Source: an optimization exercise on an open RTL-to-GDS flow (aim: small area, a short achievable clock period and few clock cycles per item). Production flows keep margins and buffers that such runs may drop.
Power figures rest on the tool's default switching activity, not on a simulated workload.

==> flow/design.v <==
`timescale 1ns / 1ps
`default_nettype none
package rbcr_pkg;
    localparam int MODE_W    = 3;
    localparam int SLOT_W    = 6;
    localparam int TAG_W     = 16;
    localparam int UOP_W     = 4;
    localparam int REQ_W     = 7;
    localparam int CNT_W     = 7;
    localparam int CTR_W     = 32;
    localparam int CFG_IDX_W = 2;
    localparam int CFG_DAT_W = 7;
    localparam logic [MODE_W-1:0] MODE_ALLOC  = 3'd0;
    localparam logic [MODE_W-1:0] MODE_POP    = 3'd1;
    localparam logic [MODE_W-1:0] MODE_COMMIT = 3'd2;
    localparam logic [MODE_W-1:0] MODE_RETIRE = 3'd3;
    localparam logic [MODE_W-1:0] MODE_FLUSH  = 3'd4;
    localparam logic [MODE_W-1:0] MODE_QUERY  = 3'd5;
    localparam logic [1:0] ST_OK       = 2'd0;
    localparam logic [1:0] ST_FULL     = 2'd1;
    localparam logic [1:0] ST_EMPTY    = 2'd2;
    localparam logic [1:0] ST_MISMATCH = 2'd3;
    localparam logic [CFG_IDX_W-1:0] CFG_CAPACITY = 2'd0;
    localparam logic [CFG_IDX_W-1:0] CFG_REMOVE   = 2'd1;
    localparam logic [CFG_IDX_W-1:0] CFG_SIM      = 2'd2;
    typedef struct packed {
        logic [MODE_W-1:0] mode;
        logic [SLOT_W-1:0] slot;
        logic [TAG_W-1:0]  op_tag;
        logic [UOP_W-1:0]  uop_number;
        logic [REQ_W-1:0]  request_count;
    } t_in;
    typedef struct packed {
        logic [1:0]        status;
        logic [SLOT_W-1:0] alloc_slot;
        logic              can_allocate;
        logic [CNT_W-1:0]  flushed_count;
        logic [CNT_W-1:0]  freed_count;
        logic [CTR_W-1:0]  retired_ops_total;
        logic [CTR_W-1:0]  retired_insns_total;
        logic [CNT_W-1:0]  uncommitted_count;
        logic [CNT_W-1:0]  committed_count;
        logic              all_empty;
    } t_out;
    typedef struct packed {
        logic capture;
        logic exec;
        logic drain_step;
    } t_ctrl_cmd;
    typedef struct packed {
        logic drain_req;
        logic drain_more;
    } t_dp_stat;
endpackage
`default_nettype wire
`timescale 1ns / 1ps
`default_nettype none
module rbcr_datapath
(
    input  wire logic                  i_clk,
    input  wire logic                  i_rst_n,
    input  wire logic                  i_start,
    input  wire logic                  i_cfg_we,
    input  wire logic [1:0]            i_cfg_index,
    input  wire logic [6:0]            i_cfg_data,
    input  rbcr_pkg::t_in              i_cmd,
    output logic                       o_busy,
    output logic                       o_done,
    output rbcr_pkg::t_out             o_result
);
    logic [5:0]  r_head, r_commit, r_tail;
    logic [6:0]  r_com, r_unc;
    logic [31:0] r_ops, r_insns;
    logic [63:0] r_marks;
    logic [63:0] r_zero;
    logic [6:0]  r_cap;
    logic        r_roc;
    logic        r_sim;
    logic        r_done;
    logic        r_wait;
    logic [5:0]  r_probe;
    logic [1:0]  r_status, n_status;
    logic [5:0]  r_alloc, n_alloc;
    logic        r_can, n_can;
    logic [6:0]  r_flushed, n_flushed;
    logic [6:0]  r_freed, n_freed;
    logic [5:0]  n_head, n_commit, n_tail;
    logic [6:0]  n_com, n_unc;
    logic [6:0]  r_occ, n_occ;
    logic [5:0]  occ_base;
    logic [5:0]  n_probe;
    wire  [2:0]  mode = i_cmd.mode;
    wire  [5:0]  slot = i_cmd.slot;
    logic        scan_step;
    logic [5:0]  run;
    logic [5:0]  probe_inc;
    assign scan_step = (r_com != '0) && (r_probe != r_commit) && r_marks[r_probe];
    assign run       = r_probe - r_head;     
    assign probe_inc = r_probe + 1'b1;
    function automatic logic [5:0] sub6(input logic [5:0] a, input logic [5:0] b);
        logic [5:0] p, g, gg, pp;
        p = a ^ ~b;
        g = a & ~b;
        gg = g;
        pp = p;
        gg[0] = g[0] | p[0];
        for (int d = 1; d < 6; d = d * 2) begin
            for (int i = 5; i >= d; i--) begin
                gg[i] = gg[i] | (pp[i] & gg[i-d]);
                pp[i] = pp[i] & pp[i-d];
            end
        end
        sub6 = p ^ {gg[4:0], 1'b1};
    endfunction
    logic        acc;
    logic        is_alloc, is_pop, is_commit, is_retire, is_flush, is_query;
    logic        full;
    logic        unc_zero;
    logic [5:0]  off;
    logic        flush_hit;
    logic [7:0]  cur;
    logic [7:0]  room;
    logic        fits;
    logic        in_com;
    logic        head_ret;
    logic        drain;
    logic        set_mark;
    logic        alloc_ok;
    logic        uop_zero;
    assign acc       = i_start && !r_wait;
    assign is_alloc  = acc && (mode == rbcr_pkg::MODE_ALLOC);
    assign is_pop    = acc && (mode == rbcr_pkg::MODE_POP);
    assign is_commit = acc && (mode == rbcr_pkg::MODE_COMMIT);
    assign is_retire = acc && (mode == rbcr_pkg::MODE_RETIRE);
    assign is_flush  = acc && (mode == rbcr_pkg::MODE_FLUSH);
    assign is_query  = acc && (mode == rbcr_pkg::MODE_QUERY);
    assign full      = r_occ[6];              
    assign unc_zero  = (r_unc == '0);
    assign off       = sub6(slot, r_commit);
    assign occ_base  = 6'(r_com) - r_commit;   
    assign flush_hit = r_unc[6] ||
                       ((r_commit <= r_tail) ? ((slot >= r_commit) && (slot < r_tail))
                                             : ((slot >= r_commit) || (slot < r_tail)));
    assign cur       = r_roc ? 8'(r_unc) : 8'(r_occ);
    assign room      = {1'b0, r_cap} - cur;      
    assign fits      = !room[7] && (7'(i_cmd.request_count) <= room[6:0]);
    assign in_com    = r_com[6] ||
                       ((r_head <= r_commit) ? ((slot >= r_head) && (slot < r_commit))
                                             : ((slot >= r_head) || (slot < r_commit)));
    assign alloc_ok  = is_alloc && !full;
    assign uop_zero  = (i_cmd.uop_number == '0);
    assign head_ret  = is_retire && r_sim && (slot == r_head) && (r_com != '0);
    assign drain     = (head_ret || r_wait) && !scan_step;
    assign set_mark  = is_retire && r_sim && in_com;
    always_comb begin
        n_head    = r_head;
        n_commit  = r_commit;
        n_tail    = r_tail;
        n_com     = r_com;
        n_unc     = r_unc;
        n_occ     = r_occ;
        n_probe   = (scan_step || drain) ? probe_inc : r_probe;
        n_status  = rbcr_pkg::ST_OK;
        n_alloc   = '0;
        n_can     = 1'b0;
        n_flushed = '0;
        n_freed   = '0;
        if (is_alloc) begin
            if (full) begin
                n_status = rbcr_pkg::ST_FULL;
            end else begin
                n_alloc = r_tail;
                n_tail  = r_tail + 1'b1;
                n_unc   = r_unc + 1'b1;
                n_occ   = r_occ + 1'b1;
            end
        end
        if (is_pop) begin
            if (unc_zero) begin
                n_status = rbcr_pkg::ST_EMPTY;
            end else begin
                n_tail = r_tail - 1'b1;
                n_unc  = r_unc - 1'b1;
                n_occ  = r_occ - 1'b1;
            end
        end
        if (is_commit && r_sim) begin
            if (unc_zero) begin
                n_status = rbcr_pkg::ST_EMPTY;
            end else begin
                if (slot != r_commit) n_status = rbcr_pkg::ST_MISMATCH;
                n_commit = r_commit + 1'b1;
                n_unc    = r_unc - 1'b1;
                n_com    = r_com + 1'b1;
            end
        end
        if (drain) begin
            n_head  = r_probe;
            n_com   = {1'b0, sub6(r_commit, r_probe)};
            n_freed = {run == '0, run};
            n_occ   = {1'b0, sub6(r_tail, r_probe)};    
        end
        if (is_flush && flush_hit) begin
            n_flushed = {slot == r_tail, sub6(r_tail, slot)};
            n_occ     = {1'b0, 6'(occ_base + slot)};    
            n_unc     = 7'(off);
            n_tail    = slot;
        end
        if (is_query) begin
            n_can = fits;
        end
    end
    always_ff @(posedge i_clk) begin
        if (!i_rst_n) begin
            r_head   <= '0;
            r_commit <= '0;
            r_tail   <= '0;
            r_com    <= '0;
            r_unc    <= '0;
            r_probe  <= 6'd1;
            r_ops    <= '0;
            r_insns  <= '0;
            r_occ    <= '0;
            r_cap    <= 7'd64;
            r_roc    <= 1'b0;
            r_sim    <= 1'b1;
            r_done   <= 1'b0;
            r_wait   <= 1'b0;
        end else begin
            r_head   <= n_head;
            r_commit <= n_commit;
            r_tail   <= n_tail;
            r_com    <= n_com;
            r_unc    <= n_unc;
            r_occ    <= n_occ;
            r_probe  <= n_probe;
            r_wait   <= (head_ret || r_wait) && scan_step;
            r_done   <= (acc && !head_ret) || drain;
            if (is_retire) r_ops <= r_ops + 1'b1;
            if (is_retire && r_zero[slot]) r_insns <= r_insns + 1'b1;
            if (i_cfg_we) begin
                case (i_cfg_index)
                    rbcr_pkg::CFG_CAPACITY: r_cap <= i_cfg_data;
                    rbcr_pkg::CFG_REMOVE:   r_roc <= i_cfg_data[0];
                    rbcr_pkg::CFG_SIM:      r_sim <= i_cfg_data[0];
                    default: begin
                    end
                endcase
            end
        end
    end
    logic [7:0]  set_row, slot_col, we_row, tail_col;
    logic [63:0] we, set;
    always_comb begin
        for (int j = 0; j < 8; j++) begin
            set_row[j]  = set_mark && (slot[5:3] == 3'(j));
            slot_col[j] = (slot[2:0] == 3'(j));
            we_row[j]   = alloc_ok && (r_tail[5:3] == 3'(j));
            tail_col[j] = (r_tail[2:0] == 3'(j));
        end
        for (int i = 0; i < 64; i++) begin
            we[i]  = we_row[i / 8] && tail_col[i % 8];
            set[i] = set_row[i / 8] && slot_col[i % 8];
        end
    end
    always_ff @(posedge i_clk) begin
        r_status  <= n_status;
        r_alloc   <= n_alloc;
        r_can     <= n_can;
        r_flushed <= n_flushed;
        r_freed   <= n_freed;
        for (int i = 0; i < 64; i++) begin
            r_marks[i] <= set[i] || (r_marks[i] && !we[i]);
            if (we[i]) r_zero[i] <= uop_zero;
        end
    end
    assign o_busy = r_wait;
    assign o_done = r_done;
    assign o_result.status              = r_status;
    assign o_result.alloc_slot          = r_alloc;
    assign o_result.can_allocate        = r_can;
    assign o_result.flushed_count       = r_flushed;
    assign o_result.freed_count         = r_freed;
    assign o_result.retired_ops_total   = r_ops;
    assign o_result.retired_insns_total = r_insns;
    assign o_result.uncommitted_count   = r_unc;
    assign o_result.committed_count     = r_com;
    assign o_result.all_empty           = (r_occ == '0);
endmodule
`default_nettype wire
`timescale 1ns / 1ps
`default_nettype none
module reorder_buffer_commit_retire_unit
#(
    parameter int RING_DEPTH = 64
) (
    input  wire logic                  i_clk,
    input  wire logic                  i_rst_n,
    input  wire logic                  start,
    output logic                       busy,
    input  wire logic [35:0]           i_cmd,
    output logic                       o_done,
    output logic [101:0]               o_result,
    input  wire logic                  i_cfg_we,
    input  wire logic [1:0]            i_cfg_index,
    input  wire logic [6:0]            i_cfg_data
);
    rbcr_pkg::t_in       cmd;
    rbcr_pkg::t_out      result;
    assign cmd      = i_cmd;
    assign o_result = result;
    rbcr_datapath u_datapath (
        .i_clk       (i_clk),
        .i_rst_n     (i_rst_n),
        .i_start     (start),
        .i_cfg_we    (i_cfg_we),
        .i_cfg_index (i_cfg_index),
        .i_cfg_data  (i_cfg_data),
        .i_cmd       (cmd),
        .o_busy      (busy),
        .o_done      (o_done),
        .o_result    (result)
    );
endmodule
`default_nettype wire
export LEC_CHECK = 0
export CAP_MARGIN = 20
export CORE_MARGIN = 2
export CORE_UTILIZATION = 40
export SETUP_SLACK_MARGIN = 1.8
export SLEW_MARGIN = 20
create_clock -name core_clock -period 5.0 [get_ports {i_clk}]
standard.sh (not shown) runs the stock make flow with config.mk's settings and CLKGATE_MAP_FILE= SYNTH_SCRIPT=/design/flow/synth_recipe.tcl, a recipe that flattens the netlist after the stock synthesis.
==> flow/flow/run.sh <==
#!/bin/bash
# The standard layout, with resizer and synthesis options changed:
# - the port buffers are plain buffers (the default pick is a slow delay buffer);
# - resizing may swap a cell for one of another footprint;
# - adders are left to ABC instead of being mapped to the library's
#   ripple full/half-adder cells, so ABC can restructure them for speed.
set -euo pipefail
bash standard.sh "BUFFER_PORTS_ARGS=-buffer_cell sky130_fd_sc_hd__buf_1" \
    MATCH_CELL_FOOTPRINT=0 ADDER_MAP_FILE= finish > make_finish.log 2>&1
Next try:
--- a/flow/design.v
+++ b/flow/design.v
@@ -96,5 +96,5 @@
     logic [5:0]  probe_inc;
     assign scan_step = (r_com != '0) && (r_probe != r_commit) && r_marks[r_probe];
-    assign run       = r_probe - r_head;     
+    assign run       = sub6(r_probe, r_head);     
     assign probe_inc = r_probe + 1'b1;
     function automatic logic [5:0] sub6(input logic [5:0] a, input logic [5:0] b);
@@ -138,5 +138,5 @@
     assign unc_zero  = (r_unc == '0);
     assign off       = sub6(slot, r_commit);
-    assign occ_base  = 6'(r_com) - r_commit;   
+    assign occ_base  = sub6(6'(r_com), r_commit);   
     assign flush_hit = r_unc[6] ||
                        ((r_commit <= r_tail) ? ((slot >= r_commit) && (slot < r_tail))
@@ -238,5 +238,5 @@
             r_done   <= (acc && !head_ret) || drain;
             if (is_retire) r_ops <= r_ops + 1'b1;
-            if (is_retire && r_zero[slot]) r_insns <= r_insns + 1'b1;
+            if (is_retire && slot_zero) r_insns <= r_insns + 1'b1;
             if (i_cfg_we) begin
                 case (i_cfg_index)
@@ -250,9 +250,11 @@
         end
     end
-    logic [7:0]  set_row, slot_col, we_row, tail_col;
+    logic [7:0]  set_row, slot_row, slot_col, we_row, tail_col, zero_row;
     logic [63:0] we, set;
+    logic        slot_zero;
     always_comb begin
         for (int j = 0; j < 8; j++) begin
             set_row[j]  = set_mark && (slot[5:3] == 3'(j));
+            slot_row[j] = (slot[5:3] == 3'(j));
             slot_col[j] = (slot[2:0] == 3'(j));
             we_row[j]   = alloc_ok && (r_tail[5:3] == 3'(j));
@@ -263,4 +265,6 @@
             set[i] = set_row[i / 8] && slot_col[i % 8];
         end
+        for (int j = 0; j < 8; j++) zero_row[j] = |(slot_col & r_zero[8*j +: 8]);
+        slot_zero = |(slot_row & zero_row);
     end
     always_ff @(posedge i_clk) begin
What happened:
- The new run finished clean
- sequential share of layout area is higher by 0.97 points
- clock skew is lower by 0.0054 ns
- final area shrinks by 2.5%
- synthesized area hardly moves
- combinational power is higher by 7.6%
- critical path depth is higher by 1
- maximum frequency is lower by 1.2%
- wire length stays flat
- worst setup slack degrades by 0.040 ns
- non-clock buffer count drops by 4
- clock power shrinks by 15%
- register-to-register slack gains 0.04 ns
Function was not checked in any run of this note: the RTL went through the layout flow alone.

[afterwards: timing with drivers on the ports]
How much do the figures lean on ideal ports? The routed layouts below were timed once more, with nothing changed but the port constraints. Step 1 (the two cells are an assumption about what drives the block):
set clk [get_ports {i_clk}]
set_driving_cell -lib_cell sky130_fd_sc_hd__clkbuf_16 $clk
set_driving_cell -lib_cell sky130_fd_sc_hd__buf_2 [delete_from_list [all_inputs] $clk]
Step 2 also shifts input and output timing later by t, the mid clock arrival at the registers, as if the neighbouring blocks saw the same clock. Three values: ideal, step 1, step 2; two values: the first two.
run | shift t [ns] | setup slack, ns | hold slack, ns | worst setup path at the end | latest minus earliest clock arrival (ns)
the first run | 0.633 | 1.811 / 1.797 / 1.164 | 0.480 / 0.480 / 0.480 | input to register | 0.018 / 0.018
the second run | 0.605 | 1.771 / 1.779 / 1.174 | 0.472 / 0.472 / 0.472 | input to register | 0.015 / 0.015
After both steps every run listed still meets setup and hold. For the first run, which loses most, drivers alone change the setup slack by -0.014 ns; drivers and shift together by -0.647 ns.
